Background: an optimization exercise with open tools, aiming at small area, a short achievable clock period and few clock cycles per item. Do not read the settings as production practice.
In this exercise RTL edits were held to simulation tests only and were not proved equivalent to the original.

File: flow/design.v
`timescale 1ns / 1ps
package pse_pkg;
  localparam int STACK_DEPTH = 16;
  localparam int SP_W        = 5;
  localparam int LIT_W       = 24;
  localparam int FRAC_W      = 24;
  localparam int Q_W         = 48;
  localparam int TYPE_W      = 3;
  localparam int STAT_W      = 3;
  localparam int IN_TDATA_W  = 24;
  localparam int OUT_TDATA_W = 56;
  localparam int RAM_DEPTH   = STACK_DEPTH - 2;
  localparam logic [Q_W-1:0] Q_MAX_U = {1'b0, {(Q_W-1){1'b1}}};
  localparam logic [Q_W-1:0] Q_MIN_U = {1'b1, {(Q_W-1){1'b0}}};
  localparam logic [STAT_W-1:0] ST_OK    = 3'd0;
  localparam logic [STAT_W-1:0] ST_UNDER = 3'd1;
  localparam logic [STAT_W-1:0] ST_OVER  = 3'd2;
  localparam logic [STAT_W-1:0] ST_DIV0  = 3'd3;
  localparam logic [STAT_W-1:0] ST_SAT   = 3'd4;
endpackage
`timescale 1ns / 1ps
module pse_ram #(
  parameter int WIDTH = 48,
  parameter int DEPTH = 14
) (
  input  logic             clk_i,
  input  logic             we_i,
  input  logic [3:0]       waddr_i,
  input  logic [WIDTH-1:0] wdata_i,
  input  logic [3:0]       raddr_i,
  output logic [WIDTH-1:0] rdata_o
);
  logic [DEPTH-1:0][WIDTH-1:0] mem;
  for (genvar j = 0; j < DEPTH; j++) begin : g_ent
    always_ff @(posedge clk_i) begin
      if (we_i && waddr_i == 4'(j)) mem[j] <= wdata_i;
    end
  end
  always_comb begin
    rdata_o = '0;
    for (int j = 0; j < DEPTH; j++) begin
      if (raddr_i == 4'(j)) rdata_o = mem[j];
    end
  end
endmodule
`timescale 1ns / 1ps
module pse_lzc48 (
  input  logic [47:0] x_i,
  output logic [5:0]  cnt_o
);
  logic [63:0] x;
  assign x = {x_i, 16'hFFFF};
  logic [31:0] v1;  logic [31:0][0:0] c1;
  logic [15:0] v2;  logic [15:0][1:0] c2;
  logic [7:0]  v3;  logic [7:0][2:0]  c3;
  logic [3:0]  v4;  logic [3:0][3:0]  c4;
  logic [1:0]  v5;  logic [1:0][4:0]  c5;
  for (genvar i = 0; i < 32; i++) begin : g1
    assign v1[i] = x[2*i+1] | x[2*i];
    assign c1[i] = ~x[2*i+1];
  end
  for (genvar i = 0; i < 16; i++) begin : g2
    assign v2[i] = v1[2*i+1] | v1[2*i];
    assign c2[i] = v1[2*i+1] ? {1'b0, c1[2*i+1]} : {1'b1, c1[2*i]};
  end
  for (genvar i = 0; i < 8; i++) begin : g3
    assign v3[i] = v2[2*i+1] | v2[2*i];
    assign c3[i] = v2[2*i+1] ? {1'b0, c2[2*i+1]} : {1'b1, c2[2*i]};
  end
  for (genvar i = 0; i < 4; i++) begin : g4
    assign v4[i] = v3[2*i+1] | v3[2*i];
    assign c4[i] = v3[2*i+1] ? {1'b0, c3[2*i+1]} : {1'b1, c3[2*i]};
  end
  for (genvar i = 0; i < 2; i++) begin : g5
    assign v5[i] = v4[2*i+1] | v4[2*i];
    assign c5[i] = v4[2*i+1] ? {1'b0, c4[2*i+1]} : {1'b1, c4[2*i]};
  end
  assign cnt_o = v5[1] ? {1'b0, c5[1]} : {1'b1, c5[0]};
endmodule
`timescale 1ns / 1ps
module postfix_stack_evaluator (
  input  logic                   clk_i,
  input  logic                   rst_ni,
  input  logic                   s_axis_tvalid,
  output logic                   s_axis_tready,
  input  logic [pse_pkg::IN_TDATA_W-1:0]  s_axis_tdata,   
  input  logic [pse_pkg::TYPE_W-1:0]      s_axis_tuser,   
  input  logic                   s_axis_tlast,   
  output logic                   m_axis_tvalid,
  input  logic                   m_axis_tready,
  output logic [pse_pkg::OUT_TDATA_W-1:0] m_axis_tdata,   
  output logic [pse_pkg::STAT_W-1:0]      m_axis_tuser,   
  output logic                   m_axis_tlast    
);
  localparam int W = pse_pkg::Q_W;
  localparam logic [1:0] S_IDLE = 2'd0;
  localparam logic [1:0] S_PREP = 2'd1;
  localparam logic [1:0] S_ITER = 2'd2;
  localparam logic [1:0] S_FIN  = 2'd3;
  logic [1:0]   st_q, st_d;
  logic [4:0]   sp_q, sp_d;           
  logic [W-1:0] t_q, t_d;             
  logic [W-1:0] n_q, n_d;             
  logic [W-1:0] q_q, q_d;             
  logic [1:0]   nb_q, nb_d;           
  logic [4:0]   cnt_q, cnt_d;         
  logic         div_q, div_d;         
  logic         neg_q, neg_d;         
  logic         int_q, int_d;         
  logic         esat_q, esat_d;       
  logic         ezero_q, ezero_d;     
  logic         last_q, last_d;       
  logic         ovalid_q, ovalid_d;
  logic [4:0]   odep_q, odep_d;
  logic         onz_q, onz_d;
  logic [2:0]   ost_q, ost_d;
  logic         olast_q, olast_d;
  logic         ram_we;
  logic [3:0]   ram_waddr, ram_raddr;
  logic [W-1:0] ram_rdata;
  assign ram_waddr = 4'(sp_q - 5'd2);
  assign ram_raddr = 4'(sp_q - 5'd3);
  pse_ram #(
    .WIDTH (W),
    .DEPTH (pse_pkg::RAM_DEPTH)
  ) u_stack (
    .clk_i   (clk_i),
    .we_i    (ram_we),
    .waddr_i (ram_waddr),
    .wdata_i (n_q),
    .raddr_i (ram_raddr),
    .rdata_o (ram_rdata)
  );
  logic [W:0]   sum_c, dif_c;
  logic [W-1:0] add_res, sub_res;
  logic         add_sat, sub_sat;
  assign sum_c   = {n_q[W-1], n_q} + {t_q[W-1], t_q};
  assign dif_c   = {n_q[W-1], n_q} - {t_q[W-1], t_q};
  assign add_sat = sum_c[W] ^ sum_c[W-1];
  assign sub_sat = dif_c[W] ^ dif_c[W-1];
  assign add_res = add_sat ? (sum_c[W] ? pse_pkg::Q_MIN_U : pse_pkg::Q_MAX_U) : sum_c[W-1:0];
  assign sub_res = sub_sat ? (dif_c[W] ? pse_pkg::Q_MIN_U : pse_pkg::Q_MAX_U) : dif_c[W-1:0];
  logic t_zero, n_zero;
  assign t_zero = (t_q == '0);
  assign n_zero = (n_q == '0);
  logic [W-1:0] t_abs, n_abs;
  assign t_abs = t_q[W-1] ? (~t_q + 1'b1) : t_q;
  assign n_abs = n_q[W-1] ? (~n_q + 1'b1) : n_q;
  logic [5:0]   lz_n, lz_t;
  logic [W-1:0] n_nrm, t_nrm;
  pse_lzc48 u_lzn (.x_i(n_q), .cnt_o(lz_n));
  pse_lzc48 u_lzt (.x_i(t_q), .cnt_o(lz_t));
  assign n_nrm = n_q << lz_n;
  assign t_nrm = t_q << lz_t;
  logic [7:0] e_c;       
  assign e_c = 8'd24 + {2'b0, lz_t} - {2'b0, lz_n};
  logic [W+1:0] r4;
  logic [W+3:0] d1, d2, d3, cs_s, cs_c;
  assign r4   = {n_q, nb_q};
  assign d1   = {2'b0, r4} - {4'b0, t_q};
  assign d2   = {2'b0, r4} - {3'b0, t_q, 1'b0};
  logic [W+3:0] xa, xb, xc;
  assign xa   = {2'b0, r4};
  assign xb   = ~{3'b0, t_q, 1'b0};
  assign xc   = ~{4'b0, t_q};
  assign cs_s = xa ^ xb ^ xc;
  assign cs_c = {((xa & xb) | (xa & xc) | (xb & xc)), 1'b1} ;
  assign d3   = cs_s + cs_c[W+3:0] + 1'b1;
  logic [1:0]   qdig;
  logic [W-1:0] r_sel;
  always_comb begin
    if (!d3[W+3]) begin
      qdig = 2'd3; r_sel = d3[W-1:0];
    end else if (!d2[W+3]) begin
      qdig = 2'd2; r_sel = d2[W-1:0];
    end else if (!d1[W+3]) begin
      qdig = 2'd1; r_sel = d1[W-1:0];
    end else begin
      qdig = 2'd0; r_sel = r4[W-1:0];
    end
  end
  logic [W+3:0] mac;
  logic [W+3:0] pp0, pp1, pp2, pp3, pp4, s1, c1, s2, c2, s3, c3;
  assign pp0 = {4'b0, t_q};
  assign pp1 = {4'b0, n_q} & {(W+4){q_q[0]}};
  assign pp2 = {3'b0, n_q, 1'b0} & {(W+4){q_q[1]}};
  assign pp3 = {2'b0, n_q, 2'b0} & {(W+4){q_q[2]}};
  assign pp4 = {1'b0, n_q, 3'b0} & {(W+4){q_q[3]}};
  assign s1  = pp0 ^ pp1 ^ pp2;
  assign c1  = {((pp0 & pp1) | (pp0 & pp2) | (pp1 & pp2)), 1'b0};
  assign s2  = s1 ^ c1 ^ pp3;
  assign c2  = {((s1 & c1) | (s1 & pp3) | (c1 & pp3)), 1'b0};
  assign s3  = s2 ^ c2 ^ pp4;
  assign c3  = {((s2 & c2) | (s2 & pp4) | (c2 & pp4)), 1'b0};
  assign mac = s3 + c3;
  logic [W-1:0] fmag, fmag_neg, fin_res;
  logic         fin_sat;
  always_comb begin
    if (div_q) begin
      fmag    = q_q;
      fin_sat = neg_q ? (q_q[W-1] & |q_q[W-2:0]) : q_q[W-1];
    end else begin
      fmag    = {t_q[23:0], q_q[W-1:24]};
      fin_sat = neg_q ? (|t_q[W-1:24] | (t_q[23] & (|t_q[22:0] | |q_q[W-1:24] | int_q)))
                      : |t_q[W-1:23];
    end
    if (ezero_q) fin_sat = 1'b0;
    if (esat_q)  fin_sat = 1'b1;
  end
  assign fmag_neg = ~fmag + 1'b1;
  assign fin_res  = fin_sat ? (neg_q ? pse_pkg::Q_MIN_U : pse_pkg::Q_MAX_U)
                  : ezero_q ? '0
                            : (neg_q ? fmag_neg : fmag);
  logic esat_mul, esat_div, ezero_div;
  assign esat_mul  = ({1'b0, lz_n} + {1'b0, lz_t} <= 7'd23);   
  assign esat_div  = !e_c[7] && e_c >= 8'd48;
  assign ezero_div = e_c[7];
  logic         take, fresh, ofree;
  logic [2:0]   kind;
  logic [4:0]   dep;        
  logic [2:0]   stat;       
  logic         lastf;      
  assign kind  = s_axis_tuser;
  assign ofree = ~ovalid_q | m_axis_tready;
  assign take  = s_axis_tvalid & ofree & (st_q == S_IDLE);
  always_comb begin
    st_d    = st_q;
    sp_d    = sp_q;
    t_d     = t_q;
    n_d     = n_q;
    q_d     = q_q;
    nb_d    = nb_q;
    cnt_d   = cnt_q;
    div_d   = div_q;
    neg_d   = neg_q;
    int_d   = int_q;
    esat_d  = esat_q;
    ezero_d = ezero_q;
    last_d  = last_q;
    ram_we  = 1'b0;
    fresh   = 1'b0;
    dep     = sp_q;
    stat    = pse_pkg::ST_OK;
    lastf   = s_axis_tlast;
    case (st_q)
      S_IDLE: begin
        if (take) begin
          fresh = 1'b1;
          if (kind == 3'd0) begin
            if (sp_q == 5'd16) begin
              stat = pse_pkg::ST_OVER;
            end else begin
              t_d    = {s_axis_tdata, {pse_pkg::FRAC_W{1'b0}}};
              n_d    = t_q;
              ram_we = (sp_q >= 5'd2);
              dep    = sp_q + 5'd1;
            end
          end else if (kind <= 3'd4) begin
            if (sp_q < 5'd2) begin
              stat = pse_pkg::ST_UNDER;
            end else begin
              dep = sp_q - 5'd1;
              n_d = ram_rdata;
              case (kind)
                3'd1: begin
                  t_d  = add_res;
                  stat = add_sat ? pse_pkg::ST_SAT : pse_pkg::ST_OK;
                end
                3'd2: begin
                  t_d  = sub_res;
                  stat = sub_sat ? pse_pkg::ST_SAT : pse_pkg::ST_OK;
                end
                3'd3: begin
                  if (t_zero || n_zero) begin
                    t_d = '0;
                  end else begin
                    fresh = 1'b0;
                    dep   = sp_q;
                    st_d  = S_PREP;
                    t_d   = t_abs;
                    n_d   = n_abs;
                  end
                end
                default: begin
                  if (t_zero) begin
                    t_d  = n_q[W-1] ? pse_pkg::Q_MIN_U : pse_pkg::Q_MAX_U;
                    stat = pse_pkg::ST_DIV0;
                  end else if (n_zero) begin
                    t_d = '0;
                  end else begin
                    fresh = 1'b0;
                    dep   = sp_q;
                    st_d  = S_PREP;
                    t_d   = t_abs;
                    n_d   = n_abs;
                  end
                end
              endcase
            end
          end
          div_d  = (kind == 3'd4);
          neg_d  = n_q[W-1] ^ t_q[W-1];
          int_d  = (t_q[23:0] == '0) && (n_q[23:0] == '0);
          last_d = s_axis_tlast;
          if (fresh) sp_d = s_axis_tlast ? 5'd0 : dep;
        end
      end
      S_PREP: begin
        esat_d  = div_q ? esat_div : esat_mul;
        ezero_d = div_q & ezero_div;
        if (div_q) begin
          st_d = (esat_div || ezero_div) ? S_FIN : S_ITER;
          t_d  = t_nrm;
          q_d  = '0;
          if (e_c[0]) begin
            n_d  = {1'b0, n_nrm[W-1:1]};
            nb_d = {n_nrm[0], 1'b0};
          end else begin
            n_d  = {2'b0, n_nrm[W-1:2]};
            nb_d = n_nrm[1:0];
          end
          cnt_d = e_c[5:1] + 5'd1;
        end else begin
          st_d = esat_mul ? S_FIN : S_ITER;
          t_d  = '0;
          if (t_q[23:0] == '0) begin
            q_d   = {24'b0, t_q[W-1:24]};
            cnt_d = 5'd6;
          end else if (n_q[23:0] == '0) begin
            q_d   = {24'b0, n_q[W-1:24]};
            n_d   = t_q;
            cnt_d = 5'd6;
          end else begin
            q_d   = t_q;
            cnt_d = 5'd12;
          end
        end
      end
      S_ITER: begin
        if (div_q) begin
          n_d  = r_sel;
          q_d  = {q_q[W-3:0], qdig};
          nb_d = 2'b0;
        end else begin
          t_d = mac[W+3:4];
          q_d = {mac[3:0], q_q[W-1:4]};
        end
        cnt_d   = cnt_q - 5'd1;
        if (cnt_q == 5'd1) st_d = S_FIN;
      end
      default: begin   
        fresh = 1'b1;
        t_d   = fin_res;
        n_d   = ram_rdata;
        dep   = sp_q - 5'd1;
        stat  = fin_sat ? pse_pkg::ST_SAT : pse_pkg::ST_OK;
        lastf = last_q;
        sp_d  = last_q ? 5'd0 : dep;
        st_d  = S_IDLE;
      end
    endcase
    ovalid_d = fresh | (ovalid_q & ~m_axis_tready);
    odep_d   = fresh ? dep          : odep_q;
    onz_d    = fresh ? (dep != '0)  : onz_q;
    ost_d    = fresh ? stat         : ost_q;
    olast_d  = fresh ? lastf        : olast_q;
  end
  always_ff @(posedge clk_i or negedge rst_ni) begin
    if (!rst_ni) begin
      st_q     <= S_IDLE;
      sp_q     <= '0;
      ovalid_q <= 1'b0;
    end else begin
      st_q     <= st_d;
      sp_q     <= sp_d;
      ovalid_q <= ovalid_d;
    end
  end
  always_ff @(posedge clk_i) begin
    t_q     <= t_d;
    n_q     <= n_d;
    q_q     <= q_d;
    nb_q    <= nb_d;
    cnt_q   <= cnt_d;
    div_q   <= div_d;
    neg_q   <= neg_d;
    int_q   <= int_d;
    esat_q  <= esat_d;
    ezero_q <= ezero_d;
    last_q  <= last_d;
    odep_q  <= odep_d;
    onz_q   <= onz_d;
    ost_q   <= ost_d;
    olast_q <= olast_d;
  end
  assign s_axis_tready = ofree & (st_q == S_IDLE);
  assign m_axis_tvalid = ovalid_q;
  assign m_axis_tdata  = {3'b000, odep_q, t_q & {W{onz_q}}};
  assign m_axis_tuser  = ost_q;
  assign m_axis_tlast  = olast_q;
endmodule
File: flow/run.sh
#!/bin/bash
# synth_recipe.tcl (not shown) runs the flow's synth.tcl, then flattens the netlist and writes it again
# the make line also repeats each setting of config.mk as NAME=value (left out here)
make -C /OpenROAD-flow-scripts/flow DESIGN_CONFIG=/design/flow/config.mk WORK_HOME=/design/flow/orfs CLKGATE_MAP_FILE= SYNTH_SCRIPT=/design/flow/synth_recipe.tcl finish
File: flow/config.mk
export PLATFORM = sky130hd
export DESIGN_NAME = postfix_stack_evaluator
export DESIGN_NICKNAME = postfix_stack_evaluator
export VERILOG_FILES = /design/flow/design.v
export SDC_FILE = /design/flow/constraint.sdc
export NUM_CORES = 4
export LEC_CHECK = 0
export CAP_MARGIN = 20
export CORE_MARGIN = 2
export CORE_UTILIZATION = 40
export SLEW_MARGIN = 20
File: flow/constraint.sdc
create_clock -name core_clock -period 11.0 [get_ports {clk_i}]
set_input_delay 2.2000 -clock core_clock [delete_from_list [all_inputs] [get_ports {clk_i}]]
set_output_delay 2.2000 -clock core_clock [all_outputs]
set_load 0.01 [all_outputs]
==> metrics.md, run 1 <==
| Metric | Value |
|---|---|
| Area of the multi-input gates | `0.0441 sq mm` |
| Worst skew pair latency | `770 ps` |
| Most frequent cells in the layout | `a21oi_1 (881), edfxtp_1 (839), nand2_1 (709)` |
| Post-CTS sizing | `0` |
| First-pass GRT wire length | `558000 um` |
| Std cell rows | `156` |
| Mux share of post-synthesis cell area | `3.35%` |
| Cells after Synth | `8140` |
| Crit-path leading delay family | `simple AND/OR/NAND/NOR gates` |
| Synth Area in XOR/XNOR | `4.78%` |
| Core area | `0.181 sq mm` |
| Syn avg cell area | `8.95 sq um` |
| CTS tree | `done` |
| CP Capture Type | `flop` |
| Fin. Hold Viols | `0` |
| Worst Path Arrival | `8170 ps` |
| Fin crit period | `7720 ps` |
| DRT antenna net count | `0` |
| Worst-Margin Slew | `1280 ps` |
| Clk slew on worst S/H paths | `70 ps` |
| Clk sinks | `847` |
| Met1 Usage GRT | `52.5%` |
| Yosys reg bits | `847` |
| Global Route met2 Usage | `64.1%` |
| Detailed placement HPWL | `294000 um` |
| Hold Buf Count CTS | `0` |
| GPL Wtd Cong | `1.06` |
| Critical path class | `flop to flop` |
| Asr flop ratio synth | `0.945%` |
| Wire per inst | `38.7 um` |
| Met3 GRT Util | `10.7%` |
| Drt total wl | `407000 um` |
| Pre-antenna DRT Iters | `10` |
| EDFF count, synth | `839` |
| Top post-synthesis cells by area | `edfxtp_1 (35%), a21oi_1 (6.1%), ha_1 (5.7%)` |
| CP required | `11450 ps` |
| Worst Path Buf+Inv | `5` |
| Synth Area in Compound Gates | `25.7%` |
| Synth Area in Simple Gates | `14.9%` |
| Register area share after synthesis | `34.8%` |
| Post-Route Skew | `87.6 ps` |
| First DRT Iteration DRCs | `11300` |
| Nets@finish | `8603` |
| Layout cells sized above 1 | `8.36%` |
| Main synth FF type | `edfxtp_1` |
| Total track usage | `42.6%` |
| Synth area leader | `edfxtp_1` |
| Number of global-route vias before repair | `68500` |
| Clock buffer depth | `3` |
| Area growth from synthesis to layout | `10.4%` |
| Most common cell after layout, fill and taps aside | `a21oi_1` |
| Cells along the critical path | `inv_1 -> ha_1 -> nor3b_1 -> and4_1 -> nand3_2 -> buf_4 -> o32a_1 -> buf_4 -> nand2_1 -> buf_4 -> nor2_2 -> buf_4 -> a221oi_1 -> o221ai_1 -> a211oi_1 -> a32oi_1` |
| Crit Path Max Fanout | `30` |
| # IOs | `94` |
| Unique masters post-synth | `112` |
| IO buf count | `90` |
| Max Freq | `130 MHz` |
| Routed vias/inst | `6.94` |
| TritonCTS Buffers | `94` |
| Initial antenna violation count | `40` |
| Final setup TNS | `0 ps` |
| Status | `finished clean` |
| Final setup violation count | `0` |
| Critical-path top delay cell | `edfxtp_1` |
| Total vias in the final route | `72900` |
| Initial core utilization | `40.3%` |
| Setup Fix Bufs, Post-CTS | `0` |
| Post-synthesis adder-cell area fraction | `11.1%` |
| FF/Latch Area | `0.0254 sq mm` |
| CP dominant cell by count | `buf_4` |
| HP Class | `flop to flop` |
| Final worst slack | `3280 ps` |
| Main combinational cell family by area after synthesis | `compound AO/OA/AOI/OAI gates` |
| CTS root buffer | `clkbuf_16` |
| Yosys warns | `2` |
| DIE AREA | `0.186 sq mm` |
| Rel. slew slack | `13.3%` |
| Worst slack, placed | `3760 ps` |
| DR DRC count | `0` |
| Yosys top cell area share | `34.6%` |
| H-tree depth | `3` |
| FILL cells | `17700` |
| Slowest stage delay, CP | `840 ps` |
| Max Cap Viol | `0` |
| Mapped Area | `0.0729 sq mm` |
| Total grt overflow | `0` |
| Fin crit share | `70.2%` |
| RSZ-0062 raised after global routing | `no` |
| Final slew viol count | `0` |
| Die H | `431 um` |
| Die Wd | `431 um` |
| CP Launch Type | `flop` |
| Largest net degree at the start of global routing | `69` |
| GR peak layer | `met2` |
## registers in the layout (all words and copies together) (netlist names), 3 cells and up
signal,flops
u_stack.mem,672
cnt_q,5
sp_q,5
q_q,48
n_q,48
odep_q,5
t_q,48
ost_q,3
## cells in the mapped netlist (35+ instances only)
cell type / count
a21oi_1: 884
edfxtp_1: 839
nand2_1: 711
nor2_1: 553
o21ai_0: 521
clkbuf_1: 470
inv_1: 380
ha_1: 332
xnor2_1: 266
fa_1: 197
mux2i_1: 188
and2_1: 184
a221oi_1: 167
nand3_1: 163
nor3_1: 148
a21o_1: 138
xor2_1: 132
o211ai_1: 119
o31ai_1: 118
a31oi_1: 99
o22ai_1: 97
a211oi_1: 89
nor2b_1: 89
nand2b_1: 72
o21a_1: 64
buf_1: 61
nor4_1: 59
a22oi_1: 58
buf_2: 55
nand4_1: 55
o21bai_1: 54
and3_1: 52
o221ai_1: 47
a221o_1: 43
mux2_2: 41
a211o_1: 35
or2_2: 35
## stage by stage
step | area (sq um) | hold slack (ps) | util (%) | cells
2_1_floorplan | 72900 | 501 | - | 8142
3_3_place_gp | 77100 | 521 | 42.6 | 10300
3_5_place_dp | 77300 | 536 | 42.7 | 10300
4_1_cts | 80300 | 554 | 44.4 | 10500
5_1_grt | 80400 | 586 | 44.4 | 10500
6_report | 80400 | 552 | 44.5 | 10500
## final cells by class
class                   instances  share of cell area (%)
diodes                         24                  0.0747
clock buffers                 112                    3.04
clock inverters                56                   0.733
inverters                     392                    1.83
multi-input cells            6302                    54.9
flip-flops and latches        847                    31.6
well taps                    2370                    3.69
repair buffers                405                    4.19
## cell families (layout without fill, tap and decap cells)
logic type / after synthesis / in the layout
compound gates: 2870 / 2870
xor+xnor: 398 / 398
fa+ha+maj: 529 / 529
buf+inv: 993 / 965
flops: 847 / 847
mux: 235 / 235
other cells: 1 / 27
simple gates: 2267 / 2267
## final timing paths
path                               start        to  slack (ps)  cells past startpoint
min in group asynchronous         rst_ni   st_q[1]        1780                      1
worst max-delay path              t_q[0]   n_q[36]        3280                     16
worst min register to register  ovalid_q  ovalid_q         550                      2
max in group asynchronous         rst_ni   sp_q[4]        8890                      1
worst min-delay path            ovalid_q  ovalid_q         550                      2
worst max register to register    t_q[0]   n_q[36]        3280                     16
## worst reg2reg max path, cell delays in order, from the launching register on
cell      delay [ps]
edfxtp_1         840
inv_1            490
ha_1             270
nor3b_1          840
and4_1           490
nand3_2          630
buf_4            550
o32a_1           650
buf_4            370
nand2_1          120
buf_4            350
nor2_2           250
buf_4            300
a221oi_1         390
o221ai_1         180
a211oi_1         520
a32oi_1          180
## routing by layer
| layer | routed length, um | vias to the layer above |
|---|---|---|
| met5 | 79 | - |
| met4 | 37600 | 12 |
| met3 | 44500 | 1380 |
| met2 | 175000 | 5236 |
| met1 | 150000 | 36100 |
| li1 | - | 30200 |
Testbench counts, summed over its fixed seeds: cycles 74,499, tokens 24,125.
==> run 2: changes to the inputs <==
--- a/flow/config.mk
+++ b/flow/config.mk
@@ -8,4 +8,5 @@
 export CAP_MARGIN = 20
 export CORE_MARGIN = 2
 export CORE_UTILIZATION = 40
+export SETUP_SLACK_MARGIN = 4
 export SLEW_MARGIN = 20
==> metrics.md, run 2 <==
| Metric | Value |
|---|---|
| Wire per inst | `36.7 um (was 38.7 um)` |
| Die H | `431 um (unchanged)` |
| Final setup violation count | `0 (unchanged)` |
| TritonCTS Buffers | `95 (was 94)` |
| Post-Layout Cell Count | `10500 (about the same)` |
| Worst skew pair latency | `770 ps (about the same)` |
| Nets@finish | `8586 (was 8603)` |
| Top post-synthesis cells by area | `edfxtp_1 (35%), a21oi_1 (6.1%), ha_1 (5.7%) (unchanged)` |
| Routed vias/inst | `6.94 (about the same)` |
| FILL cells | `17800 (was 17700)` |
| Synth area leader | `edfxtp_1 (unchanged)` |
| GPL Wtd Cong | `1.07 (was 1.06)` |
| Post-Route Skew | `67.8 ps (was 87.6 ps)` |
| Number of global-route vias before repair | `68700 (was 68500)` |
| Status | `finished clean (unchanged)` |
| Top post-synthesis cells by count | `a21oi_1 (884), edfxtp_1 (839), nand2_1 (711) (unchanged)` |
| CP required | `11430 ps (was 11450 ps)` |
| Register area share after synthesis | `34.8% (unchanged)` |
| Syn avg cell area | `8.95 sq um (unchanged)` |
| # IOs | `94 (unchanged)` |
| Largest register FFs | `672 (unchanged)` |
| HP Class | `flop to flop (unchanged)` |
| Critical path class | `flop to flop (unchanged)` |
| Area of the multi-input gates | `0.0441 sq mm (about the same)` |
| Clk sinks | `847 (unchanged)` |
| First-pass GRT wire length | `533000 um (was 558000 um)` |
| Layout cells sized above 1 | `8.22% (was 8.36%)` |
| H-tree depth | `3 (unchanged)` |
| CTS root buffer | `clkbuf_16 (unchanged)` |
| Yosys top cell area share | `34.6% (unchanged)` |
| Main synth FF type | `edfxtp_1 (unchanged)` |
| Top reg by flops | `u_stack.mem (unchanged)` |
| Unique masters post-synth | `112 (unchanged)` |
| Largest net degree at the start of global routing | `92 (was 69)` |
| Area growth from synthesis to layout | `10.0% (was 10.4%)` |
| CP Launch Type | `flop (unchanged)` |
| Hold Buf Count CTS | `0 (unchanged)` |
| Most frequent cells in the layout | `a21oi_1 (877), edfxtp_1 (839), nand2_1 (707) (was a21oi_1 (881), edfxtp_1 (839), nand2_1 (709))` |
| Initial antenna violation count | `26 (was 40)` |
| Total vias in the final route | `72900 (about the same)` |
| CTS tree | `done (unchanged)` |
| Fin. Hold Viols | `0 (unchanged)` |
| Worst Path Arrival | `7500 ps (was 8170 ps)` |
| DRT antenna net count | `0 (unchanged)` |
| Rel. slew slack | `15.5% (was 13.3%)` |
| Detailed placement HPWL | `279000 um (was 294000 um)` |
| # placed instances | `10300 (about the same)` |
| DIE AREA | `0.186 sq mm (unchanged)` |
| Most frequent cell after synthesis | `a21oi_1 (unchanged)` |
| Final slew viol count | `0 (unchanged)` |
| Total track usage | `40.2% (was 42.6%)` |
| Fin crit share | `64.3% (was 70.2%)` |
| Pre-antenna DRT Iters | `8 (was 10)` |
| Yosys reg bits | `847 (unchanged)` |
| DR DRC count | `0 (unchanged)` |
| Worst-Margin Slew | `1270 ps (was 1280 ps)` |
| Final setup TNS | `0 ps (unchanged)` |
| FF/Latch Area | `0.0254 sq mm (unchanged)` |
| Std cell rows | `156 (unchanged)` |
| Max Freq | `141 MHz (was 130 MHz)` |
| Initial core utilization | `40.3% (unchanged)` |
| Most common cell after layout, fill and taps aside | `a21oi_1 (unchanged)` |
| Die Wd | `431 um (unchanged)` |
| Core area | `0.181 sq mm (unchanged)` |
| Clock buffer depth | `3 (unchanged)` |
| Max Cap Viol | `0 (unchanged)` |
| Cells after Synth | `8140 (unchanged)` |
| RSZ-0062 raised after global routing | `no (unchanged)` |
| EDFF count, synth | `839 (unchanged)` |
| Crit Path Max Fanout | `35 (was 30)` |
| Mapped Area | `0.0729 sq mm (unchanged)` |
| Fin crit period | `7070 ps (was 7720 ps)` |
| First DRT Iteration DRCs | `11000 (was 11300)` |
| Clk slew on worst S/H paths | `70 ps (about the same)` |
| CP Capture Type | `flop (unchanged)` |
| Total grt overflow | `0 (unchanged)` |
| Yosys warns | `2 (unchanged)` |
| Asr flop ratio synth | `0.945% (unchanged)` |
| IO buf count | `90 (unchanged)` |
| Drt total wl | `386000 um (was 407000 um)` |
## run 2: final timing paths
kind / start / end / slack (ps) / cells past startpoint
worst max-delay path: t_q[32] / n_q[9] / 3930 / 14
worst min-delay path: ovalid_q / ovalid_q / 550 / 2
worst max register to register: t_q[32] / n_q[9] / 3930 / 14
worst min register to register: ovalid_q / ovalid_q / 550 / 2
max in group asynchronous: rst_ni / sp_q[2] / 8860 / 1
min in group asynchronous: rst_ni / sp_q[1] / 1780 / 1
## run 2: worst max-delay path, stage by stage, from the launching register on
cell and delay [ps]:
edfxtp_1 370, buf_4 440, inv_1 470, ha_1 550, nand4_1 140, or2_2 380
or4_1 660, a211oi_1 630, o21ai_0 260, a21oi_4 460, buf_4 580, mux2i_1 470
o21ai_0 520, a32oi_1 570, a32oi_1 170
## run 2: cells by family after synthesis
logic type / Yosys count / synth area share, %
fa+ha+maj: 529 / 11.1
flops: 847 / 34.8
buf+inv: 993 / 5.29
other cells: 1 / 0.00515
xor+xnor: 398 / 4.78
simple gates: 2267 / 14.9
compound gates: 2870 / 25.7
mux: 235 / 3.35
## run 2: per-layer routing
metal,GRT usage [%],share of wire [%]
met1,48.9,36
met2,61.4,43
met3,10.9,12
met4,29.0,8.9
met5,0,0.014
## run 2: area by class of cell
type | count | area share [%]
Clock inverter | 62 | 0.556
Clock buffer | 117 | 3.15
Inverter | 392 | 1.84
Antenna cell | 25 | 0.0780
Sequential cell | 847 | 31.7
Timing Repair Buffer | 387 | 3.93
Multi-Input combinational cell | 6302 | 55.1
Tap cell | 2370 | 3.70
## run 2: metrics by stage
step                cell area, sq um  utilization (%)  hold slack (ps)  worst slack [ps]
global placement               77000             42.5              525              2580
finish                         80200             44.3              548              3930
floorplan                      72900                -              501              4750
CTS                            80000             44.2              555              3980
detailed placement             77000             42.6              539              2990
global route                   80100             44.3              603              4020
## run 2: what timing repair did
item / CTS / global route
pin swaps: 1 / 0
buffers inserted: 2 / 4
gates resized for setup: 7 / 9
endpoints found under the setup margin: 44 / 17
==> run 3: changes to the inputs <==
--- a/flow/design.v
+++ b/flow/design.v
@@ -104,6 +104,7 @@
   logic [W-1:0] q_q, q_d;             
   logic [1:0]   nb_q, nb_d;           
   logic [4:0]   cnt_q, cnt_d;         
+  logic [2:0]   msh_q, msh_d;         
   logic         div_q, div_d;         
   logic         neg_q, neg_d;         
   logic         int_q, int_d;         
@@ -193,6 +194,11 @@
   assign s3  = s2 ^ c2 ^ pp4;
   assign c3  = {((s2 & c2) | (s2 & pp4) | (c2 & pp4)), 1'b0};
   assign mac = s3 + c3;
+  logic [2*W-1:0] mprod;
+  logic [W-1:0]   mhi, mlo;
+  assign mprod = {t_q, q_q} >> {msh_q, 2'b00};
+  assign mhi   = mprod[2*W-1:W];
+  assign mlo   = mprod[W-1:0];
   logic [W-1:0] fmag, fmag_neg, fin_res;
   logic         fin_sat;
   always_comb begin
@@ -200,9 +206,9 @@
       fmag    = q_q;
       fin_sat = neg_q ? (q_q[W-1] & |q_q[W-2:0]) : q_q[W-1];
     end else begin
-      fmag    = {t_q[23:0], q_q[W-1:24]};
-      fin_sat = neg_q ? (|t_q[W-1:24] | (t_q[23] & (|t_q[22:0] | |q_q[W-1:24] | int_q)))
-                      : |t_q[W-1:23];
+      fmag    = {mhi[23:0], mlo[W-1:24]};
+      fin_sat = neg_q ? (|mhi[W-1:24] | (mhi[23] & (|mhi[22:0] | |mlo[W-1:24] | int_q)))
+                      : |mhi[W-1:23];
     end
     if (ezero_q) fin_sat = 1'b0;
     if (esat_q)  fin_sat = 1'b1;
@@ -211,6 +217,9 @@
   assign fin_res  = fin_sat ? (neg_q ? pse_pkg::Q_MIN_U : pse_pkg::Q_MAX_U)
                   : ezero_q ? '0
                             : (neg_q ? fmag_neg : fmag);
+  logic [2:0] grp_t, grp_n;
+  assign grp_t = 3'((6'd27 - lz_t) >> 2);
+  assign grp_n = 3'((6'd27 - lz_n) >> 2);
   logic esat_mul, esat_div, ezero_div;
   assign esat_mul  = ({1'b0, lz_n} + {1'b0, lz_t} <= 7'd23);   
   assign esat_div  = !e_c[7] && e_c >= 8'd48;
@@ -231,6 +240,7 @@
     q_d     = q_q;
     nb_d    = nb_q;
     cnt_d   = cnt_q;
+    msh_d   = msh_q;
     div_d   = div_q;
     neg_d   = neg_q;
     int_d   = int_q;
@@ -321,15 +331,18 @@
           end
           cnt_d = e_c[5:1] + 5'd1;
         end else begin
-          st_d = esat_mul ? S_FIN : S_ITER;
-          t_d  = '0;
-          if (t_q[23:0] == '0) begin
+          st_d  = esat_mul ? S_FIN : S_ITER;
+          t_d   = '0;
+          msh_d = 3'd0;
+          if (t_q[23:0] == '0 && (n_q[23:0] != '0 || grp_t <= grp_n)) begin
             q_d   = {24'b0, t_q[W-1:24]};
-            cnt_d = 5'd6;
+            cnt_d = {2'b0, grp_t};
+            msh_d = 3'd6 - grp_t;
           end else if (n_q[23:0] == '0) begin
             q_d   = {24'b0, n_q[W-1:24]};
             n_d   = t_q;
-            cnt_d = 5'd6;
+            cnt_d = {2'b0, grp_n};
+            msh_d = 3'd6 - grp_n;
           end else begin
             q_d   = t_q;
             cnt_d = 5'd12;
@@ -382,6 +395,7 @@
     q_q     <= q_d;
     nb_q    <= nb_d;
     cnt_q   <= cnt_d;
+    msh_q   <= msh_d;
     div_q   <= div_d;
     neg_q   <= neg_d;
     int_q   <= int_d;
==> metrics.md, run 3 <==
| Metric | Value |
|---|---|
| Status | `finished clean (unchanged)` |
| Final slew viol count | `0 (unchanged)` |
| GPL Wtd Cong | `1.08 (was 1.07)` |
| # IOs | `94 (unchanged)` |
| Nets@finish | `8824 (was 8586)` |
| CP required | `11470 ps (was 11430 ps)` |
| Yosys reg bits | `850 (was 847)` |
| Unique masters post-synth | `98 (was 112)` |
| Register area share after synthesis | `33.7% (was 34.8%)` |
| Drt total wl | `399000 um (was 386000 um)` |
| First-pass GRT wire length | `553000 um (was 533000 um)` |
| Final setup TNS | `0 ps (unchanged)` |
| CP Capture Type | `flop (unchanged)` |
| Beginning of the worst hold path | `ovalid_q (unchanged)` |
| Crit Path Max Fanout | `39 (was 35)` |
| Number of global-route vias before repair | `71600 (was 68700)` |
| Cells after Synth | `8378 (was 8140)` |
| Layout cells sized above 1 | `8.43% (was 8.22%)` |
| Detailed placement HPWL | `283000 um (was 279000 um)` |
| RSZ-0062 raised after global routing | `yes (was no)` |
| Max Cap Viol | `0 (unchanged)` |
| Syn avg cell area | `9.03 sq um (was 8.95 sq um)` |
| Total vias in the final route | `76800 (was 72900)` |
| Worst slack, placed | `3820 ps (was 2990 ps)` |
| Total grt overflow | `0 (unchanged)` |
| Most frequent cells in the layout | `edfxtp_1 (842), nand2_1 (712), a21oi_1 (708) (was a21oi_1 (877), edfxtp_1 (839), nand2_1 (707))` |
| Initial core utilization | `40.3% (about the same)` |
| Post-Route Skew | `103 ps (was 67.8 ps)` |
| Clk slew on worst S/H paths | `60 ps (was 70 ps)` |
| Core area | `0.188 sq mm (was 0.181 sq mm)` |
| Top post-synthesis cells by count | `edfxtp_1 (842), nand2_1 (717), a21oi_1 (714) (was a21oi_1 (884), edfxtp_1 (839), nand2_1 (711))` |
| Most common cell after layout, fill and taps aside | `edfxtp_1 (was a21oi_1)` |
| CTS tree | `done (unchanged)` |
| CP Launch Type | `flop (unchanged)` |
| Most frequent cell after synthesis | `edfxtp_1 (was a21oi_1)` |
| Total track usage | `40.0% (was 40.2%)` |
| Rel. slew slack | `15.2% (was 15.5%)` |
| Critical path class | `flop to flop (unchanged)` |
| Mapped Area | `0.0756 sq mm (was 0.0729 sq mm)` |
| First DRT Iteration DRCs | `11900 (was 11000)` |
| Final setup violation count | `0 (unchanged)` |
| IO buf count | `90 (unchanged)` |
| Pre-antenna DRT Iters | `8 (unchanged)` |
| Die Wd | `439 um (was 431 um)` |
| Largest net degree at the start of global routing | `160 (was 92)` |
| DRT antenna net count | `0 (unchanged)` |
| Asr flop ratio synth | `0.941% (was 0.945%)` |
| Worst skew pair latency | `810 ps (was 770 ps)` |
| Fin crit period | `7210 ps (was 7070 ps)` |
| Worst-Margin Slew | `1270 ps (about the same)` |
| Reg2reg end | `t_q[31] (was n_q[9])` |
| Routed vias/inst | `7.07 (was 6.94)` |
| Worst-case reg-to-reg path depth | `14 (unchanged)` |
| Top post-synthesis cells by area | `edfxtp_1 (33%), ha_1 (5.6%), fa_1 (5.2%) (was edfxtp_1 (35%), a21oi_1 (6.1%), ha_1 (5.7%))` |
| Clock buffer depth | `3 (unchanged)` |
| FF-to-FF Start | `t_q[4] (was t_q[32])` |
| Final worst slack | `3790 ps (was 3930 ps)` |
| TritonCTS Buffers | `96 (was 95)` |
| DR DRC count | `0 (unchanged)` |
| Main synth FF type | `edfxtp_1 (unchanged)` |
| DIE AREA | `0.193 sq mm (was 0.186 sq mm)` |
| EDFF count, synth | `842 (was 839)` |
| Fin crit share | `65.5% (was 64.3%)` |
| Area growth from synthesis to layout | `10.1% (was 10.0%)` |
| Max Freq | `139 MHz (was 141 MHz)` |
| Clk sinks | `850 (was 847)` |
| Synth area leader | `edfxtp_1 (unchanged)` |
| CTS root buffer | `clkbuf_16 (unchanged)` |
| H-tree depth | `3 (unchanged)` |
| Yosys warns | `2 (unchanged)` |
| Number of stages on the worst hold path | `2 (unchanged)` |
| Initial antenna violation count | `34 (was 26)` |
| Fin. Hold Viols | `0 (unchanged)` |
| Yosys top cell area share | `33.4% (was 34.6%)` |
| Worst Path Arrival | `7670 ps (was 7500 ps)` |
| Die H | `439 um (was 431 um)` |
| Wire per inst | `36.7 um (about the same)` |
| Top reg by flops | `u_stack.mem (unchanged)` |
| HP Class | `flop to flop (unchanged)` |
| Std cell rows | `159 (was 156)` |
| Hold Path End | `ovalid_q (unchanged)` |
| Largest register FFs | `672 (unchanged)` |
| Flop2flop setup slack | `3790 ps (was 3930 ps)` |
[run 3: final cells by class]
type                    instances  area [sq um]
diodes                         32          80.1
clock buffers                 123          2500
clock inverters                58           566
fillers                     18300        104000
inverters                     442          1670
multi-input cells            6468         46600
flip-flops and latches        850         25500
well taps                    2495          3120
repair buffers                400          3250
[run 3: per-layer routing]
| layer | routed length (um) | vias to the layer above | track usage, % |
|---|---|---|---|
| li1 | - | 31500 | - |
| met1 | 146000 | 37600 | 50.0 |
| met2 | 166000 | 6119 | 58.3 |
| met3 | 49400 | 1639 | 11.2 |
| met4 | 37200 | 14 | 30.3 |
| met5 | 92 | - | 0 |
[run 3: cells by family (layout without fill, tap and decap cells)]
group                    Yosys count  count (layout)  synth area share (%)
buffers and inverters           1063            1023                  5.42
flip-flops                       850             850                  33.7
multiplexers                     302             302                  4.99
AND/OR/NAND/NOR                 2265            2266                  14.1
other                              1              35               0.00496
AO/OA/AOI/OAI                   2969            2969                  26.4
XOR/XNOR                         394             394                  4.56
adder cells (fa/ha/maj)          534             534                  10.8
[run 3: per-stage QoR]
step	cell area, sq um	hold slack, ps	util, %	instances
3_5_place_dp	79900	556	42.6	10600
3_3_place_gp	79900	550	42.5	10600
2_1_floorplan	75700	505	-	8380
5_1_grt	83200	635	44.3	10800
6_report	83300	569	44.4	10900
4_1_cts	83000	572	44.2	10800
[run 3: how the worst max path moves through the flow]
stage	from	endpoint	slack (ps)	depth (start not counted)
6_report	t_q[4]	t_q[31]	3790	14
5_1_grt	t_q[4]	t_q[31]	3880	14
4_1_cts	n_q[7]	t_q[44]	4020	21
3_5_place_dp	n_q[34]	n_q[38]	3820	16
3_3_place_gp	n_q[7]	t_q[44]	3670	20
2_1_floorplan	n_q[1]	n_q[0]	4430	22
[run 3: timing repair]
item / in CTS / in global routing
endpoints found under the setup margin: 12 / 54
pin swaps: 0 / 2
resized for setup: 4 / 24
hold buffers: 0 / 0
setup buffers: 0 / 11
cloned: 0 / 1
[run 3: worst max-delay path: stages (launching register included)]
cell       delay, ps
edfxtp_1         760
buf_4            370
inv_1            330
ha_1             530
o21a_1           160
o21ai_0           70
a21oi_1          290
o31ai_1          290
a2111oi_1        860
o221a_2          410
o21a_1           480
a211o_2          890
o21ai_0          220
o221ai_1         930
a31oi_1          240
Testbench counts of run 3, summed over its fixed seeds: cycles 69,034, tokens 24,125.
==> run 4: changes to the inputs <==
--- a/flow/config.mk
+++ b/flow/config.mk
@@ -8,5 +8,5 @@
 export CAP_MARGIN = 20
 export CORE_MARGIN = 2
 export CORE_UTILIZATION = 40
-export SETUP_SLACK_MARGIN = 4
+export SETUP_SLACK_MARGIN = 5
 export SLEW_MARGIN = 20
==> metrics.md, run 4 <==
| Metric | Value |
|---|---|
| CTS tree | `done (unchanged)` |
| Worst skew pair latency | `810 ps (about the same)` |
| FF-to-FF Start | `t_q[43] (was t_q[4])` |
| Total track usage | `41.0% (was 40.0%)` |
| Std cell rows | `159 (unchanged)` |
| Mapped Area | `0.0756 sq mm (unchanged)` |
| Layout cells sized above 1 | `10.9% (was 8.43%)` |
| Routed vias/inst | `7.04 (was 7.07)` |
| Largest register FFs | `672 (unchanged)` |
| Met3 wire len | `49200 um (was 49400 um)` |
| Top reg by flops | `u_stack.mem (unchanged)` |
| DR DRC count | `0 (unchanged)` |
| Drt total wl | `408000 um (was 399000 um)` |
| Max Cap Viol | `0 (unchanged)` |
| Core area | `0.188 sq mm (unchanged)` |
| Wire per inst | `37.3 um (was 36.7 um)` |
| Main synth FF type | `edfxtp_1 (unchanged)` |
| Final core utilization | `45.4% (was 44.4%)` |
| Crit Path Max Fanout | `50 (was 39)` |
| CP Launch Type | `flop (unchanged)` |
| Most frequent cell after synthesis | `edfxtp_1 (unchanged)` |
| Area growth from synthesis to layout | `12.6% (was 10.1%)` |
| Worst-case reg-to-reg path depth | `15 (was 14)` |
| Unique masters post-synth | `98 (unchanged)` |
| First DRT Iteration DRCs | `12100 (was 11900)` |
| Most common cell after layout, fill and taps aside | `edfxtp_1 (unchanged)` |
| Asr flop ratio synth | `0.941% (unchanged)` |
| GPL Wtd Cong | `1.04 (was 1.08)` |
| Critical path class | `flop to flop (unchanged)` |
| Worst-Margin Slew | `1250 ps (was 1270 ps)` |
| Clk slew on worst S/H paths | `70 ps (was 60 ps)` |
| Reg2reg end | `t_q[32] (was t_q[31])` |
| Yosys top cell area share | `33.4% (unchanged)` |
| H-tree depth | `3 (unchanged)` |
| Metal-1 WL | `148000 um (was 146000 um)` |
| DIE AREA | `0.193 sq mm (unchanged)` |
| Syn avg cell area | `9.03 sq um (unchanged)` |
| EDFF count, synth | `842 (unchanged)` |
| Total vias in the final route | `77000 (was 76800)` |
| Clock buffer depth | `3 (unchanged)` |
| Most frequent cells in the layout | `edfxtp_1 (842), nand2_1 (708), a21oi_1 (685) (was edfxtp_1 (842), nand2_1 (712), a21oi_1 (708))` |
| Final slew viol count | `0 (unchanged)` |
| TritonCTS Buffers | `96 (unchanged)` |
| Yosys warns | `2 (unchanged)` |
| Flop2flop setup slack | `4900 ps (was 3790 ps)` |
| Final setup violation count | `0 (unchanged)` |
| RSZ-0062 raised after global routing | `yes (unchanged)` |
| Initial core utilization | `40.3% (unchanged)` |
| Fin. Hold Viols | `0 (unchanged)` |
| Worst Path Arrival | `6710 ps (was 7670 ps)` |
| Max Freq | `164 MHz (was 139 MHz)` |
| Yosys reg bits | `850 (unchanged)` |
| Post-Route Skew | `96.5 ps (was 103 ps)` |
| CP required | `11610 ps (was 11470 ps)` |
| # placed instances | `10600 (about the same)` |
| Register area share after synthesis | `33.7% (unchanged)` |
| Final worst slack | `4900 ps (was 3790 ps)` |
| Fin crit share | `55.4% (was 65.5%)` |
| Die Wd | `439 um (unchanged)` |
| Worst slack, placed | `3450 ps (was 3820 ps)` |
| Top post-synthesis cells by area | `edfxtp_1 (33%), ha_1 (5.6%), fa_1 (5.2%) (unchanged)` |
| FILL cells | `18200 (was 18300)` |
| Rel. slew slack | `15.8% (was 15.2%)` |
| Clk sinks | `850 (unchanged)` |
| Pre-antenna DRT Iters | `7 (was 8)` |
| Largest net degree at the start of global routing | `160 (unchanged)` |
| CTS root buffer | `clkbuf_16 (unchanged)` |
| Number of global-route vias before repair | `72600 (was 71600)` |
| CP Capture Type | `flop (unchanged)` |
| IO buf count | `90 (unchanged)` |
| Top post-synthesis cells by count | `edfxtp_1 (842), nand2_1 (717), a21oi_1 (714) (unchanged)` |
| Fin crit period | `6100 ps (was 7210 ps)` |
| Synth area leader | `edfxtp_1 (unchanged)` |
| Initial antenna violation count | `34 (unchanged)` |
| Nets@finish | `8914 (was 8824)` |
| Final setup TNS | `0 ps (unchanged)` |
| Status | `finished clean (unchanged)` |
| DR top layer | `met5 (unchanged)` |
| Hold Buf Count CTS | `0 (unchanged)` |
| Total grt overflow | `0 (unchanged)` |
| Post-Layout Cell Count | `10900 (about the same)` |
| Detailed placement HPWL | `288000 um (was 283000 um)` |
| Critical Path End | `t_q[32] (was t_q[31])` |
| First-pass GRT wire length | `565000 um (was 553000 um)` |
| # IOs | `94 (unchanged)` |
| Die H | `439 um (unchanged)` |
| DRT antenna net count | `0 (unchanged)` |
| Cells after Synth | `8378 (unchanged)` |
| HP Class | `flop to flop (unchanged)` |
| Met2 wire length | `172000 um (was 166000 um)` |
| Crit path launch | `t_q[43] (was t_q[4])` |
run 4: cell counts after synthesis:
No cell type changed its count.
run 4: worst max-delay path, stage by stage (launching register included):
cell	delay (ps)
edfxtp_1	370
buf_4	310
nor4_4	600
and3_4	460
nand2_2	260
a41o_1	350
a222oi_1	340
bufbuf_16	470
inv_2	170
buf_6	280
o211ai_1	310
nand2_1	200
o21ai_0	490
mux2i_1	420
a211oi_1	620
o41a_1	200
run 4: area by class of cell:
class	count	area, sq um	area share, %
Antenna cell	13	32.5	0.0382
Multi-Input combinational cell	6470	47300	55.6
Clock buffer	113	2530	2.97
Sequential cell	850	25500	29.9
Timing Repair Buffer	488	4200	4.92
Clock inverter	68	757	0.889
Tap cell	2495	3120	3.66
Inverter	442	1740	2.04
run 4: routing by layer:
layer | GRT usage, % | vias to the layer above
met3 | 10.7 | 1568
met5 | 0 | -
met2 | 61.1 | 5862
li1 | - | 31700
met1 | 51.0 | 37800
met4 | 30.3 | 30
run 4: kinds of logic (layout without fill, tap and decap cells):
| kind of cell | Yosys count | after routing | share of synthesized area [%] |
|---|---|---|---|
| buffers and inverters | 1063 | 1111 | 5.42 |
| muxes | 302 | 302 | 4.99 |
| AOI/OAI and AO/OA | 2969 | 2970 | 26.4 |
| xor gates and xnor gates | 394 | 394 | 4.56 |
| adders and majority gates | 534 | 534 | 10.8 |
| DFF | 850 | 850 | 33.7 |
| other | 1 | 16 | 0.00496 |
| and+or+nand+nor | 2265 | 2267 | 14.1 |
run 4: timing repair:
action,4_1_cts,5_1_grt
resized for setup,130,117
endpoints found under the setup margin,200,261
cloned,2,2
setup buffers,49,44
endpoints found under the hold margin,0,0
pin swaps,7,14
run 4: worst min path at each step:
stage | startpoint | endpoint | slack, ps | depth (start not counted)
2_1_floorplan | st_q[0] | st_q[0] | 500 | 2
3_3_place_gp | ovalid_q | ovalid_q | 560 | 2
3_5_place_dp | ovalid_q | ovalid_q | 550 | 2
4_1_cts | ovalid_q | ovalid_q | 570 | 2
5_1_grt | ovalid_q | ovalid_q | 650 | 2
6_report | ovalid_q | ovalid_q | 570 | 2
run 4: per-stage QoR:
stage | hold WS, ps | cell area, sq um
after floorplan | 505 | 75700
after global placement | 564 | 80000
after detailed placement | 554 | 80000
after CTS | 568 | 84200
after global routing | 652 | 85200
final | 568 | 85200
==> run 5: changes to the inputs <==
--- a/flow/design.v
+++ b/flow/design.v
@@ -93,23 +93,27 @@
   output logic                   m_axis_tlast    
 );
   localparam int W = pse_pkg::Q_W;
-  localparam logic [1:0] S_IDLE = 2'd0;
-  localparam logic [1:0] S_PREP = 2'd1;
-  localparam logic [1:0] S_ITER = 2'd2;
-  localparam logic [1:0] S_FIN  = 2'd3;
-  logic [1:0]   st_q, st_d;
+  localparam logic [2:0] S_IDLE = 3'd0;
+  localparam logic [2:0] S_PREP = 3'd1;
+  localparam logic [2:0] S_ITER = 3'd2;
+  localparam logic [2:0] S_FIN  = 3'd3;
+  localparam logic [2:0] S_MRES = 3'd4;
+  logic [2:0]   st_q, st_d;
   logic [4:0]   sp_q, sp_d;           
   logic [W-1:0] t_q, t_d;             
   logic [W-1:0] n_q, n_d;             
   logic [W-1:0] q_q, q_d;             
   logic [1:0]   nb_q, nb_d;           
   logic [4:0]   cnt_q, cnt_d;         
-  logic [2:0]   msh_q, msh_d;         
   logic         div_q, div_d;         
   logic         neg_q, neg_d;         
   logic         int_q, int_d;         
   logic         esat_q, esat_d;       
   logic         ezero_q, ezero_d;     
+  logic         edz_q, edz_d;         
+  logic         nsg_q, nsg_d;         
+  logic [W-1:0] mc_q, mc_d;           
+  logic         cin_q, cin_d;         
   logic         last_q, last_d;       
   logic         ovalid_q, ovalid_d;
   logic [4:0]   odep_q, odep_d;
@@ -180,25 +184,25 @@
       qdig = 2'd0; r_sel = r4[W-1:0];
     end
   end
-  logic [W+3:0] mac;
-  logic [W+3:0] pp0, pp1, pp2, pp3, pp4, s1, c1, s2, c2, s3, c3;
+  logic [W+3:0] pp0, pp1, pp2, pp3, pp4, pp5, s1, c1, s2, c2, s3, c3, s4, c4;
   assign pp0 = {4'b0, t_q};
-  assign pp1 = {4'b0, n_q} & {(W+4){q_q[0]}};
-  assign pp2 = {3'b0, n_q, 1'b0} & {(W+4){q_q[1]}};
-  assign pp3 = {2'b0, n_q, 2'b0} & {(W+4){q_q[2]}};
-  assign pp4 = {1'b0, n_q, 3'b0} & {(W+4){q_q[3]}};
+  assign pp1 = {4'b0, mc_q};
+  assign pp2 = {4'b0, n_q} & {(W+4){q_q[0]}};
+  assign pp3 = {3'b0, n_q, 1'b0} & {(W+4){q_q[1]}};
+  assign pp4 = {2'b0, n_q, 2'b0} & {(W+4){q_q[2]}};
+  assign pp5 = {1'b0, n_q, 3'b0} & {(W+4){q_q[3]}};
   assign s1  = pp0 ^ pp1 ^ pp2;
   assign c1  = {((pp0 & pp1) | (pp0 & pp2) | (pp1 & pp2)), 1'b0};
-  assign s2  = s1 ^ c1 ^ pp3;
-  assign c2  = {((s1 & c1) | (s1 & pp3) | (c1 & pp3)), 1'b0};
-  assign s3  = s2 ^ c2 ^ pp4;
-  assign c3  = {((s2 & c2) | (s2 & pp4) | (c2 & pp4)), 1'b0};
-  assign mac = s3 + c3;
-  logic [2*W-1:0] mprod;
-  logic [W-1:0]   mhi, mlo;
-  assign mprod = {t_q, q_q} >> {msh_q, 2'b00};
-  assign mhi   = mprod[2*W-1:W];
-  assign mlo   = mprod[W-1:0];
+  assign s2  = pp3 ^ pp4 ^ pp5;
+  assign c2  = {((pp3 & pp4) | (pp3 & pp5) | (pp4 & pp5)), 1'b0};
+  assign s3  = s1 ^ c1 ^ s2;
+  assign c3  = {((s1 & c1) | (s1 & s2) | (c1 & s2)), 1'b0};
+  assign s4  = s3 ^ c3 ^ c2;
+  assign c4  = {((s3 & c3) | (s3 & c2) | (c3 & c2)), 1'b0};
+  logic [4:0] mlo;
+  assign mlo = {1'b0, s4[3:0]} + {1'b0, c4[3:0]} + {4'b0, cin_q};
+  logic [W-1:0] mres;
+  assign mres = t_q + mc_q + {{(W-1){1'b0}}, cin_q};
   logic [W-1:0] fmag, fmag_neg, fin_res;
   logic         fin_sat;
   always_comb begin
@@ -206,20 +210,18 @@
       fmag    = q_q;
       fin_sat = neg_q ? (q_q[W-1] & |q_q[W-2:0]) : q_q[W-1];
     end else begin
-      fmag    = {mhi[23:0], mlo[W-1:24]};
-      fin_sat = neg_q ? (|mhi[W-1:24] | (mhi[23] & (|mhi[22:0] | |mlo[W-1:24] | int_q)))
-                      : |mhi[W-1:23];
+      fmag    = {t_q[23:0], q_q[W-1:24]};
+      fin_sat = neg_q ? (|t_q[W-1:24] | (t_q[23] & (|t_q[22:0] | |q_q[W-1:24] | int_q)))
+                      : |t_q[W-1:23];
     end
     if (ezero_q) fin_sat = 1'b0;
     if (esat_q)  fin_sat = 1'b1;
   end
   assign fmag_neg = ~fmag + 1'b1;
-  assign fin_res  = fin_sat ? (neg_q ? pse_pkg::Q_MIN_U : pse_pkg::Q_MAX_U)
+  assign fin_res  = edz_q   ? (nsg_q ? pse_pkg::Q_MIN_U : pse_pkg::Q_MAX_U)
+                  : fin_sat ? (neg_q ? pse_pkg::Q_MIN_U : pse_pkg::Q_MAX_U)
                   : ezero_q ? '0
                             : (neg_q ? fmag_neg : fmag);
-  logic [2:0] grp_t, grp_n;
-  assign grp_t = 3'((6'd27 - lz_t) >> 2);
-  assign grp_n = 3'((6'd27 - lz_n) >> 2);
   logic esat_mul, esat_div, ezero_div;
   assign esat_mul  = ({1'b0, lz_n} + {1'b0, lz_t} <= 7'd23);   
   assign esat_div  = !e_c[7] && e_c >= 8'd48;
@@ -240,12 +242,15 @@
     q_d     = q_q;
     nb_d    = nb_q;
     cnt_d   = cnt_q;
-    msh_d   = msh_q;
     div_d   = div_q;
     neg_d   = neg_q;
     int_d   = int_q;
     esat_d  = esat_q;
     ezero_d = ezero_q;
+    edz_d   = edz_q;
+    nsg_d   = nsg_q;
+    mc_d    = mc_q;
+    cin_d   = cin_q;
     last_d  = last_q;
     ram_we  = 1'b0;
     fresh   = 1'b0;
@@ -280,46 +285,32 @@
                   t_d  = sub_res;
                   stat = sub_sat ? pse_pkg::ST_SAT : pse_pkg::ST_OK;
                 end
-                3'd3: begin
-                  if (t_zero || n_zero) begin
-                    t_d = '0;
-                  end else begin
-                    fresh = 1'b0;
-                    dep   = sp_q;
-                    st_d  = S_PREP;
-                    t_d   = t_abs;
-                    n_d   = n_abs;
-                  end
-                end
-                default: begin
-                  if (t_zero) begin
-                    t_d  = n_q[W-1] ? pse_pkg::Q_MIN_U : pse_pkg::Q_MAX_U;
-                    stat = pse_pkg::ST_DIV0;
-                  end else if (n_zero) begin
-                    t_d = '0;
-                  end else begin
-                    fresh = 1'b0;
-                    dep   = sp_q;
-                    st_d  = S_PREP;
-                    t_d   = t_abs;
-                    n_d   = n_abs;
-                  end
+                default: begin   
+                  fresh = 1'b0;
+                  dep   = sp_q;
+                  st_d  = S_PREP;
+                  t_d   = t_abs;
+                  n_d   = n_abs;
                 end
               endcase
             end
           end
           div_d  = (kind == 3'd4);
           neg_d  = n_q[W-1] ^ t_q[W-1];
+          nsg_d  = n_q[W-1];
           int_d  = (t_q[23:0] == '0) && (n_q[23:0] == '0);
           last_d = s_axis_tlast;
           if (fresh) sp_d = s_axis_tlast ? 5'd0 : dep;
         end
       end
       S_PREP: begin
-        esat_d  = div_q ? esat_div : esat_mul;
-        ezero_d = div_q & ezero_div;
+        edz_d   = div_q & t_zero;
+        ezero_d = (div_q ? (n_zero | ezero_div) : (n_zero | t_zero)) & ~(div_q & t_zero);
+        esat_d  = (div_q ? esat_div : esat_mul) & ~t_zero & ~n_zero;
+        mc_d    = '0;
+        cin_d   = 1'b0;
         if (div_q) begin
-          st_d = (esat_div || ezero_div) ? S_FIN : S_ITER;
+          st_d = (t_zero || n_zero || esat_div || ezero_div) ? S_FIN : S_ITER;
           t_d  = t_nrm;
           q_d  = '0;
           if (e_c[0]) begin
@@ -331,18 +322,15 @@
           end
           cnt_d = e_c[5:1] + 5'd1;
         end else begin
-          st_d  = esat_mul ? S_FIN : S_ITER;
-          t_d   = '0;
-          msh_d = 3'd0;
-          if (t_q[23:0] == '0 && (n_q[23:0] != '0 || grp_t <= grp_n)) begin
+          st_d = (t_zero || n_zero || esat_mul) ? S_FIN : S_ITER;
+          t_d  = '0;
+          if (t_q[23:0] == '0) begin
             q_d   = {24'b0, t_q[W-1:24]};
-            cnt_d = {2'b0, grp_t};
-            msh_d = 3'd6 - grp_t;
+            cnt_d = 5'd6;
           end else if (n_q[23:0] == '0) begin
             q_d   = {24'b0, n_q[W-1:24]};
             n_d   = t_q;
-            cnt_d = {2'b0, grp_n};
-            msh_d = 3'd6 - grp_n;
+            cnt_d = 5'd6;
           end else begin
             q_d   = t_q;
             cnt_d = 5'd12;
@@ -355,18 +343,24 @@
           q_d  = {q_q[W-3:0], qdig};
           nb_d = 2'b0;
         end else begin
-          t_d = mac[W+3:4];
-          q_d = {mac[3:0], q_q[W-1:4]};
+          t_d   = s4[W+3:4];
+          mc_d  = c4[W+3:4];
+          cin_d = mlo[4];
+          q_d   = {mlo[3:0], q_q[W-1:4]};
         end
         cnt_d   = cnt_q - 5'd1;
-        if (cnt_q == 5'd1) st_d = S_FIN;
+        if (cnt_q == 5'd1) st_d = div_q ? S_FIN : S_MRES;
+      end
+      S_MRES: begin
+        t_d  = mres;
+        st_d = S_FIN;
       end
       default: begin   
         fresh = 1'b1;
         t_d   = fin_res;
         n_d   = ram_rdata;
         dep   = sp_q - 5'd1;
-        stat  = fin_sat ? pse_pkg::ST_SAT : pse_pkg::ST_OK;
+        stat  = edz_q ? pse_pkg::ST_DIV0 : fin_sat ? pse_pkg::ST_SAT : pse_pkg::ST_OK;
         lastf = last_q;
         sp_d  = last_q ? 5'd0 : dep;
         st_d  = S_IDLE;
@@ -395,12 +389,15 @@
     q_q     <= q_d;
     nb_q    <= nb_d;
     cnt_q   <= cnt_d;
-    msh_q   <= msh_d;
     div_q   <= div_d;
     neg_q   <= neg_d;
     int_q   <= int_d;
     esat_q  <= esat_d;
     ezero_q <= ezero_d;
+    edz_q   <= edz_d;
+    nsg_q   <= nsg_d;
+    mc_q    <= mc_d;
+    cin_q   <= cin_d;
     last_q  <= last_d;
     odep_q  <= odep_d;
     onz_q   <= onz_d;
--- a/flow/config.mk
+++ b/flow/config.mk
@@ -8,5 +8,4 @@
 export CAP_MARGIN = 20
 export CORE_MARGIN = 2
 export CORE_UTILIZATION = 40
-export SETUP_SLACK_MARGIN = 5
 export SLEW_MARGIN = 20
==> metrics.md, run 5 <==
| Metric | Value |
|---|---|
| Most common cell after layout, fill and taps aside | `edfxtp_1 (unchanged)` |
| Max Freq | `130 MHz (was 164 MHz)` |
| Met3 wire len | `53000 um (was 49200 um)` |
| Clock buffer depth | `3 (unchanged)` |
| Fin crit share | `69.8% (was 55.4%)` |
| Core area | `0.186 sq mm (was 0.188 sq mm)` |
| Total vias in the final route | `72600 (was 77000)` |
| Post-Route Skew | `59.4 ps (was 96.5 ps)` |
| Status | `finished clean (unchanged)` |
| Yosys reg bits | `899 (was 850)` |
| DIE AREA | `0.190 sq mm (was 0.193 sq mm)` |
| Nets@finish | `8538 (was 8914)` |
| Asr flop ratio synth | `1.00% (was 0.941%)` |
| Worst-Margin Slew | `1320 ps (was 1250 ps)` |
| Top reg by flops | `u_stack.mem (unchanged)` |
| DRT antenna net count | `0 (unchanged)` |
| CTS root buffer | `clkbuf_16 (unchanged)` |
| HP Class | `flop to flop (unchanged)` |
| First DRT Iteration DRCs | `11700 (was 12100)` |
| Unique masters post-synth | `122 (was 98)` |
| Register area share after synthesis | `36.1% (was 33.7%)` |
| GPL Wtd Cong | `1.10 (was 1.04)` |
| Total track usage | `41.8% (was 41.0%)` |
| Fin. Hold Viols | `0 (unchanged)` |
| Syn avg cell area | `9.36 sq um (was 9.03 sq um)` |
| Area growth from synthesis to layout | `10.9% (was 12.6%)` |
| Drt total wl | `412000 um (was 408000 um)` |
| Final setup TNS | `0 ps (unchanged)` |
| CP Capture Type | `flop (unchanged)` |
| Die Wd | `436 um (was 439 um)` |
| Total grt overflow | `0 (unchanged)` |
| Pre-antenna DRT Iters | `8 (was 7)` |
| CP required | `11480 ps (was 11610 ps)` |
| Metal-1 WL | `173000 um (was 148000 um)` |
| DR top layer | `met5 (unchanged)` |
| Worst Path Arrival | `8160 ps (was 6710 ps)` |
| Top post-synthesis cells by count | `edfxtp_1 (890), a21oi_1 (714), nor2_1 (578) (was edfxtp_1 (842), nand2_1 (717), a21oi_1 (714))` |
| Die H | `436 um (was 439 um)` |
| Yosys warns | `2 (unchanged)` |
| CP Launch Type | `flop (unchanged)` |
| Crit Path Max Fanout | `44 (was 50)` |
| Final slew viol count | `0 (unchanged)` |
| Wire per inst | `39.1 um (was 37.3 um)` |
| Final setup violation count | `0 (unchanged)` |
| Worst skew pair latency | `790 ps (was 810 ps)` |
| Initial antenna violation count | `45 (was 34)` |
| Number of global-route vias before repair | `66900 (was 72600)` |
| DR DRC count | `0 (unchanged)` |
run 5: cell types whose count changed after synthesis, sizes merged, moves of 52 or more:
cell	before	now
nand2	719	562
mux2i	214	276
inv	424	355
o211ai	168	107
a221oi	151	234
o31ai	115	63
mux4	57	3
and2	173	235
nor3	127	221
run 5: area by class of cell:
type	count	area (sq um)
Fill cell	17900	103000
Multi-Input combinational cell	6161	44600
Sequential cell	899	27000
Timing Repair Buffer	404	3300
Tap cell	2480	3100
Clock buffer	128	2670
Inverter	363	1380
Clock inverter	60	826
Antenna cell	25	62.6
run 5: path summary, 6_finish.rpt:
| path | cells past startpoint | start | slack [ps] | end |
|---|---|---|---|---|
| worst max register to register | 14 | t_q[21] | 3320 | t_q[34] |
| max in group asynchronous | 1 | rst_ni | 8530 | st_q[1] |
| min in group asynchronous | 1 | rst_ni | 1900 | ovalid_q |
| worst max-delay path | 14 | t_q[21] | 3320 | t_q[34] |
| worst min-delay path | 2 | u_stack.mem[643] | 670 | n_q[19] |
| worst min register to register | 2 | u_stack.mem[643] | 670 | n_q[19] |
run 5: per-stage QoR:
step	worst slack (ps)	hold slack [ps]	instances	util, %
CTS	3820	648	10500	44.6
global route	3490	680	10500	44.6
detailed placement	3820	629	10300	42.7
floorplan	3600	562	7989	-
global placement	3780	624	10300	42.7
finish	3320	669	10500	44.7
run 5: kinds of logic (layout without fill, tap and decap cells):
kind of cell               Yosys count  after routing  share of synthesized area, %
adders and majority gates          574            574                          12.1
and+or+nand+nor                   2250           2250                          14.7
xor gates and xnor gates           351            351                          4.11
other                                1             28                       0.00502
DFF                                899            899                          36.1
AOI/OAI and AO/OA                 2673           2673                          23.8
muxes                              310            310                          4.28
buffers and inverters              929            955                          4.98
run 5: critical path, cell delays in order, from the launching register on:
cell and delay (ps):
edfxtp_1 1110, inv_1 640, ha_1 740, and3_1 320, o21ai_0 170, nand3b_1 220, a32o_1 380, o21ai_0 410
o31ai_1 970, nand3_1 320, o311ai_4 170, buf_4 560, a21oi_1 110, o31ai_1 1020, a21oi_1 170
run 5: layer usage:
| layer | track usage (%) | up-vias |
|---|---|---|
| met5 | 0 | - |
| met3 | 12.9 | 898 |
| met4 | 18.8 | 24 |
| met1 | 59.9 | 36600 |
| met2 | 57.2 | 5032 |
| li1 | - | 30000 |
Testbench counts of run 5, summed over its fixed seeds: cycles 76,441, tokens 24,125.

what the ideal ports hide:
In the flow no input, the clock included, has a driving cell. The finished layouts below were timed again as built, in two steps. Step 1, drivers: a clkbuf_16 drives clk_i and a buf_2 each remaining input, both assumed. Step 2 also shifts input and output timing later by t, the mid clock arrival at the registers, as if the neighbouring blocks saw the same clock. a / b / c = ideal / step 1 / step 2; a / b = the first two.
run | t (ns) | slack for setup (ns) | hold WS [ns] | clock arrival spread, ns | slew at the worst register clock pin (ns)
run 1 | 0.820 | 3.281 / 3.281 / 3.281 | 0.552 / 0.552 / 0.552 | 0.088 / 0.089 | 0.07 / 0.07
run 2 | 0.827 | 3.932 / 3.932 / 3.289 | 0.548 / 0.548 / 0.548 | 0.068 / 0.067 | 0.08 / 0.08
run 3 | 0.858 | 3.795 / 3.795 / 3.795 | 0.569 / 0.569 / 0.569 | 0.106 / 0.105 | 0.08 / 0.08
run 4 | 0.869 | 4.903 / 4.903 / 4.316 | 0.568 / 0.568 / 0.568 | 0.101 / 0.101 | 0.09 / 0.09
run 5 | 0.859 | 3.319 / 3.319 / 3.319 | 0.669 / 0.669 / 0.669 | 0.076 / 0.077 | 0.07 / 0.07
After both steps every run listed still meets setup and hold. The setup slack of run 2, which loses most, moves by 0.000 ns with the drivers and by -0.643 ns with both steps.
